Background: an optimization exercise with open tools, aiming at small area. Do not read the settings as production practice. Function was checked by simulation only, so behaviour that the tests miss may differ from the original. Power and IR drop assume default switching activity.

`flow/design.v`:
```
package occf_sink_pkg;
  typedef enum logic [1:0] {S_IDLE, S_IN_FRAME, S_TRUNC} t_occf_state;
  function automatic integer c_OCCF_SEL_WIDTH(input integer dw);
    c_OCCF_SEL_WIDTH = dw / 8;
  endfunction
  function automatic integer f_count_width(input integer n);
    f_count_width = $clog2(n + 1);
  endfunction
  function automatic integer f_ptr_width(input integer depth);
    f_ptr_width = depth > 1 ? $clog2(depth) : 1;
  endfunction
endpackage
module occf_sync_fifo
#(
  parameter int g_WIDTH = 8,
  parameter int g_DEPTH = 8,
  parameter int g_WITH_FIFO_INFERRED = 1
) (
  input  logic                                clk_i,
  input  logic                                rst_i,
  input  logic                                push_i,
  input  logic                                pop_i,
  input  logic [g_WIDTH-1:0]                  wdata_i,
  output logic [g_WIDTH-1:0]                  rdata_o,
  output logic                                empty_o,
  output logic                                full_o,
  output logic [occf_sink_pkg::f_count_width(g_DEPTH)-1:0]   level_o
);
  localparam int PW = occf_sink_pkg::f_ptr_width(g_DEPTH);
  localparam int VW = occf_sink_pkg::f_count_width(g_DEPTH);
  logic [PW-1:0] wr_ptr, rd_ptr;
  logic do_push, do_pop;
  assign empty_o = level_o == '0;
  assign full_o = level_o == VW'(g_DEPTH);
  assign do_pop = pop_i & ~empty_o;
  assign do_push = push_i & (~full_o | do_pop);
  always_ff @(posedge clk_i)
    if (rst_i) begin
      wr_ptr <= '0;
      rd_ptr <= '0;
      level_o <= '0;
    end else begin
      wr_ptr <= wr_ptr + PW'(do_push);
      rd_ptr <= rd_ptr + PW'(do_pop);
      level_o <= level_o + VW'(do_push) - VW'(do_pop);
    end
  generate
    if (g_WITH_FIFO_INFERRED != 0) begin : g_ram
      logic [g_WIDTH-1:0] mem [g_DEPTH];
      always_ff @(posedge clk_i)
        if (do_push) mem[wr_ptr] <= wdata_i;
      assign rdata_o = mem[rd_ptr];
    end else begin : g_regs
      logic [g_WIDTH-1:0] regs [g_DEPTH];
      always_ff @(posedge clk_i)
        if (rst_i) for (int k = 0; k < g_DEPTH; k++) regs[k] <= '0;
        else for (int k = 0; k < g_DEPTH; k++) if (do_push && wr_ptr == PW'(k)) regs[k] <= wdata_i;
      assign rdata_o = regs[rd_ptr];
    end
  endgenerate
endmodule
module wb_occf_sink_gen
#(
  parameter int g_DATA_WIDTH = 128,
  parameter int g_ADDR_WIDTH = 4,
  parameter int g_FIFO_DEPTH = 8,
  parameter int g_STALL_MARGIN = 2,
  parameter int g_MAX_FRAME_WORDS = 1024,
  parameter int g_WITH_FIFO_INFERRED = 1
) (
  input  logic                                          clk_i,
  input  logic                                          rst_i,
  input  logic [g_DATA_WIDTH-1:0]                       snk_dat_i,
  input  logic [g_ADDR_WIDTH-1:0]                       snk_adr_i,
  input  logic [g_DATA_WIDTH/8-1:0]                     snk_sel_i,
  input  logic                                          snk_cyc_i,
  input  logic                                          snk_stb_i,
  input  logic                                          snk_we_i,
  output logic                                          snk_stall_o,
  output logic                                          snk_ack_o,
  output logic                                          snk_err_o,
  output logic                                          snk_rty_o,
  output logic [g_ADDR_WIDTH-1:0]                       addr_o,
  output logic [g_DATA_WIDTH-1:0]                       data_o,
  output logic [g_DATA_WIDTH/8-1:0]                     bytesel_o,
  output logic                                          dvalid_o,
  output logic                                          sof_o,
  output logic                                          eof_o,
  output logic                                          frame_err_o,
  output logic [occf_sink_pkg::f_count_width(g_MAX_FRAME_WORDS)-1:0]   frame_len_o,
  output logic [occf_sink_pkg::f_count_width(g_FIFO_DEPTH)-1:0]        fifo_level_o,
  input  logic                                          dreq_i
);
  localparam int SW = occf_sink_pkg::c_OCCF_SEL_WIDTH(g_DATA_WIDTH);
  localparam int LW = occf_sink_pkg::f_count_width(g_MAX_FRAME_WORDS);
  localparam int VW = occf_sink_pkg::f_count_width(g_FIFO_DEPTH);
  localparam logic [VW-1:0] STALL_LVL = VW'(g_FIFO_DEPTH - g_STALL_MARGIN);
  localparam logic [LW-1:0] LAST_CNT = LW'(g_MAX_FRAME_WORDS - 1);
  typedef struct packed {
    logic                    err;
    logic [LW-1:0]           len;
    logic                    eof;
    logic                    sof;
    logic [SW-1:0]           sel;
    logic [g_ADDR_WIDTH-1:0] adr;
    logic [g_DATA_WIDTH-1:0] dat;
  } t_occf_word;
  localparam int FW = 3 + LW + SW + g_ADDR_WIDTH + g_DATA_WIDTH;
  occf_sink_pkg::t_occf_state state_q, state_n;
  t_occf_word hold_q, fifo_wr, fifo_rd;
  logic hold_v_q, stall_q;
  logic [LW-1:0] cnt_q;
  logic accept, err_ev, push, push_last, pop, fifo_empty, fifo_full;
  logic [VW-1:0] level;
  assign snk_stall_o = stall_q | rst_i;
  assign snk_rty_o = 1'b0;
  assign fifo_level_o = level;
  always_ff @(posedge clk_i) state_q <= rst_i ? occf_sink_pkg::S_IDLE : state_n;
  always_comb state_n = !snk_cyc_i ? occf_sink_pkg::S_IDLE
                      : (accept && cnt_q == LAST_CNT) ? occf_sink_pkg::S_TRUNC
                      : (accept && state_q == occf_sink_pkg::S_IDLE) ? occf_sink_pkg::S_IN_FRAME : state_q;
  always_comb begin
    accept = snk_cyc_i & snk_stb_i & snk_we_i & ~snk_stall_o & (state_q != occf_sink_pkg::S_TRUNC);
    err_ev = snk_cyc_i & snk_stb_i & ~snk_stall_o & (~snk_we_i | state_q == occf_sink_pkg::S_TRUNC);
    push_last = hold_v_q & (state_q == occf_sink_pkg::S_TRUNC | ~snk_cyc_i);
    push = (accept & hold_v_q) | push_last;
    fifo_wr = hold_q;
    fifo_wr.eof = push_last;
    fifo_wr.err = push_last & (state_q == occf_sink_pkg::S_TRUNC);
  end
  always_ff @(posedge clk_i)
    if (rst_i) begin
      hold_v_q <= 1'b0;
      hold_q <= '0;
      cnt_q <= '0;
      stall_q <= 1'b1;
      snk_ack_o <= 1'b0;
      snk_err_o <= 1'b0;
    end else begin
      stall_q <= level >= STALL_LVL || fifo_full;
      snk_ack_o <= accept;
      snk_err_o <= err_ev;
      cnt_q <= !snk_cyc_i ? '0 : accept ? cnt_q + LW'(1) : cnt_q;
      hold_v_q <= accept | (hold_v_q & ~push);
      if (accept) begin
        hold_q.err <= 1'b0;
        hold_q.len <= cnt_q + LW'(1);
        hold_q.eof <= 1'b0;
        hold_q.sof <= state_q == occf_sink_pkg::S_IDLE;
        hold_q.sel <= snk_sel_i;
        hold_q.adr <= snk_adr_i;
        hold_q.dat <= snk_dat_i;
      end
    end
  occf_sync_fifo #(
    .g_WIDTH(FW),
    .g_DEPTH(g_FIFO_DEPTH),
    .g_WITH_FIFO_INFERRED(g_WITH_FIFO_INFERRED)
  ) u_fifo (
    .clk_i(clk_i),
    .rst_i(rst_i),
    .push_i(push),
    .pop_i(pop),
    .wdata_i(fifo_wr),
    .rdata_o(fifo_rd),
    .empty_o(fifo_empty),
    .full_o(fifo_full),
    .level_o(level)
  );
  assign pop = dreq_i & ~fifo_empty;
  always_ff @(posedge clk_i)
    if (rst_i) begin
      dvalid_o <= 1'b0;
      sof_o <= 1'b0;
      eof_o <= 1'b0;
      frame_err_o <= 1'b0;
      frame_len_o <= '0;
      data_o <= '0;
      addr_o <= '0;
      bytesel_o <= '0;
    end else begin
      dvalid_o <= pop;
      sof_o <= pop & fifo_rd.sof;
      eof_o <= pop & fifo_rd.eof;
      frame_err_o <= pop & fifo_rd.err;
      frame_len_o <= (pop & fifo_rd.eof) ? fifo_rd.len : '0;
      if (pop) begin
        data_o <= fifo_rd.dat;
        addr_o <= fifo_rd.adr;
        bytesel_o <= fifo_rd.sel;
      end
    end
endmodule
```
`flow/constraint.sdc`:
```
create_clock -name core_clock -period 5.0 [get_ports {clk_i}]
set_input_delay 1.0000 -clock core_clock [delete_from_list [all_inputs] [get_ports {clk_i}]]
set_output_delay 1.0000 -clock core_clock [all_outputs]
set_load 0.01 [all_outputs]
```
`flow/config.mk`:
```
export PLATFORM = sky130hd
export DESIGN_NAME = wb_occf_sink_gen
export DESIGN_NICKNAME = wb_occf_sink_gen
export VERILOG_FILES = /design/flow/design.v
export SDC_FILE = /design/flow/constraint.sdc
export NUM_CORES = 4
export LEC_CHECK = 0
export CAP_MARGIN = 20
export CORE_MARGIN = 2
export CORE_UTILIZATION = 40
export SLEW_MARGIN = 20
```
`flow/run.sh`:
```
#!/bin/bash
# synth_recipe.tcl (not shown) runs the flow's synth.tcl, then flattens the netlist and writes it again
# the make line also repeats each setting of config.mk as NAME=value (left out here)
make -C /OpenROAD-flow-scripts/flow DESIGN_CONFIG=/design/flow/config.mk WORK_HOME=/design/flow/orfs CLKGATE_MAP_FILE= SYNTH_SCRIPT=/design/flow/synth_recipe.tcl finish
```
==> results.txt <==
## worst min-delay path by stage
stage                     slack [ps]  cells past startpoint         start                 to
after floorplan                  450                      2    state_q[1]         state_q[1]
after global placement           480                      2    data_o[64]         data_o[64]
after detailed placement         480                      2    data_o[56]         data_o[56]
after CTS                        460                      2         rst_i  u_fifo.level_o[1]
after global routing             500                      2    data_o[57]         data_o[57]
final                            490                      2  bytesel_o[3]       bytesel_o[3]
## registers in the layout, summed over array words and instances (netlist names)
name	cells
snk_err_o	1
state_q	2
u_fifo.rd_ptr	3
snk_ack_o	1
u_fifo.wr_ptr	3
u_fifo.g_ram.mem	1296
sof_o	1
dvalid_o	1
hold_v_q	1
cnt_q	11
u_fifo.level_o	4
addr_o	4
frame_err_o	1
frame_len_o	11
data_o	128
bytesel_o	16
stall_q	1
hold_q	160
eof_o	1
## layer usage
metal,up-vias,routed length [um]
met5,-,0
met4,0,2950
met3,186,6520
met2,755,72000
met1,16600,62800
li1,14600,-
## critical path, stage by stage
cell and delay [ps]:
clkdlybuf4s50_1 570, and4bb_2 320, nand3_4 210, inv_6 180
o211ai_1 390, nor3_4 370, buf_12 410, buf_4 340
## power by group
group / switching, uW / internal, uW / total (uW)
combinational: 3570 / 3070 / 6650
sequential: 449 / 15200 / 15600
clock: 5340 / 7540 / 12900
total: 9360 / 25800 / 35100
## cells by family after synthesis
| kind of cell | share of synthesized area |
|---|---|
| mux | 0.119 |
| simple gates | 0.0471 |
| compound gates | 0.0502 |
| flops | 0.756 |
| other cells | 0.0000617 |
| fa+ha+maj | 0.00280 |
| buf+inv | 0.0227 |
| xor+xnor | 0.00216 |
## stage by stage
stage	std cells	area [sq um]	worst slack (ps)	power (uW)
after floorplan	3582	60800	-1600	20200
after global placement	5769	66300	796	22600
after detailed placement	5769	66300	763	22700
after CTS	6092	72100	1590	35600
after global routing	6092	72100	1480	36600
final	6092	72100	1640	35100
## cells in the mapped netlist (8+ instances only)
| cell type | n |
|---|---|
| mux4_1 | 45 |
| buf_6 | 29 |
| a211oi_1 | 159 |
| nor3_1 | 153 |
| ha_1 | 12 |
| a21oi_1 | 163 |
| mux4_2 | 130 |
| inv_1 | 13 |
| edfxtp_1 | 1296 |
| mux2i_1 | 309 |
| xor2_1 | 8 |
| o22ai_1 | 149 |
| nor2_1 | 186 |
| buf_2 | 51 |
| nand2_1 | 306 |
| clkbuf_1 | 117 |
| dfxtp_1 | 350 |
| buf_4 | 34 |
## layout make-up
class / count / area, sq um
Clock buffer: 249 / 4850
Clock inverter: 74 / 947
Fill cell: 12900 / 79300
Inverter: 15 / 66.3
Multi-Input combinational cell: 1686 / 13500
Sequential cell: 1646 / 45900
Tap cell: 2030 / 2540
Timing Repair Buffer: 392 / 4220
==> qor.txt <==
drt first pass iters - 5
RSZ-0062 raised after global routing - no
synthesis warning total - 2
Reg-to-Reg End - u_fifo.g_ram.mem[0][153]
Slew HR - 0.157
Post-Route Setup TNS - 0 ps
fraction of layout instances using a drive strength above 1 - 0.119
# nets final - 4080
total CTS buffers - 172
critical path endpoint - u_fifo.g_ram.mem[0][153]
R2R cell count - 8
Max-cap violations - 0
first-pass GRT wire length - 214 mm
post-cts hold buffer count - 0
port bufs - 323
DR DRC count - 0
Tot GR Track Use - 0.185
WP data required - 5480 ps
final core occ - 0.476
Top Usage Layer GRT - met2
vias in the first global route - 32800
grt met3 use - 0.0319
min cycle time layout - 3360 ps
vias per inst - 5.29
Primary FF master, synth - edfxtp_1
Post-synth EDFFs - 1296
beginning of the worst register-to-register path - u_fifo.level_o[2]
final WL - 144 mm
via count - 32200
Die Height - 394 um
gr ovfl total - 0
root buffer cell - clkbuf_16
share of the yosys chip area belonging to registers - 0.756
setup bufs post-CTS - 0
antenna cell count - 0
TritonCTS clock tree - done
worst slew pin tran - 1260 ps
Sink Count - 1646
HP Class - flop to flop
worst skew pair latency - 810 ps
unique cell type count in the Yosys netlist - 44
Worst VDD drop - 0.329 mV
grt met2 use - 0.312
drt wl/cell - 23.7 um
commonest non-fill, non-tap cell in the layout - edfxtp_1
Synth area leader - edfxtp_1
most frequent cells in the layout - edfxtp_1, dfxtp_1, clkdlybuf4s50_1
Gate Count Post-Synth - 3582
largest net degree at the start of global routing - 190
leading post-synthesis cells by cell area - edfxtp_1, dfxtp_1, mux2i_1
area share of the largest cell type after synthesis - 0.641
synthesized net count - 3749
cts repair resizes - 0
Starting DRT DRC Count - 2063
crit end category - flop
Max Root-Sink Buffers - 3
Startpoint Class - primary input
FP Rows - 143
final setup vio count - 0
initial antenna violation count - 2
status - timing/DRC/antenna clean
die area - 155000 sq um
Initial Utilization - 0.401
flops & latches, synth - 1646
Max Slew Vio Count - 0
Core ar. - 151000 sq um
Setup Skew - 27.6 ps
f_max - 297 MHz
Layout area overhead - 18.7%
width of the die - 394 um
clock transition at the registers of the reported paths - 60 ps
DP HPWL - 76.1 mm
Cell Area, Synth - 60700 sq um
Hold Slack - 487 ps
Final Hold Fails - 0
maximum fanout along the worst path - 56
static leakage - 0.0216 uW
I/O pins - 325
Worst Path Arrival - 3840 ps
met1 usage - 0.246
CTS H-tree lvls - 4
ys async rst share - 0
Critical Path Source - snk_cyc_i
reg2reg setup slack - 1660 ps
gpl congestion - 0.724
final worst-path cycle share - 0.672
average size of a mapped cell - 17.0 sq um
ANT nets after route - 0
cell area power density - 487 nW/um^2
CP Class - primary input to flop

what the ideal ports hide:
Ports are ideal in the flow. The routed layout listed here was re-timed in OpenROAD. Step 1: set_driving_cell puts a clkbuf_16 on clk_i and a buf_2 on each other input, an assumption about the parent block. Step 2 times the ports against the registers' clock, not the clock port: input delays grow and output delays shrink by t, the midpoint of the rising clock arrivals with the driver on. a / b / c = ideal ports / drivers / drivers and shift; a / b = the first two.
t, ns: 0.870
slack for setup (ns): 1.638 / 1.662 / 0.822
worst register clock-pin slew, ns: 0.06 / 0.06
After both steps setup and hold are still met in this run. For this run, drivers alone change the setup slack by +0.024 ns; drivers and shift together by -0.816 ns.
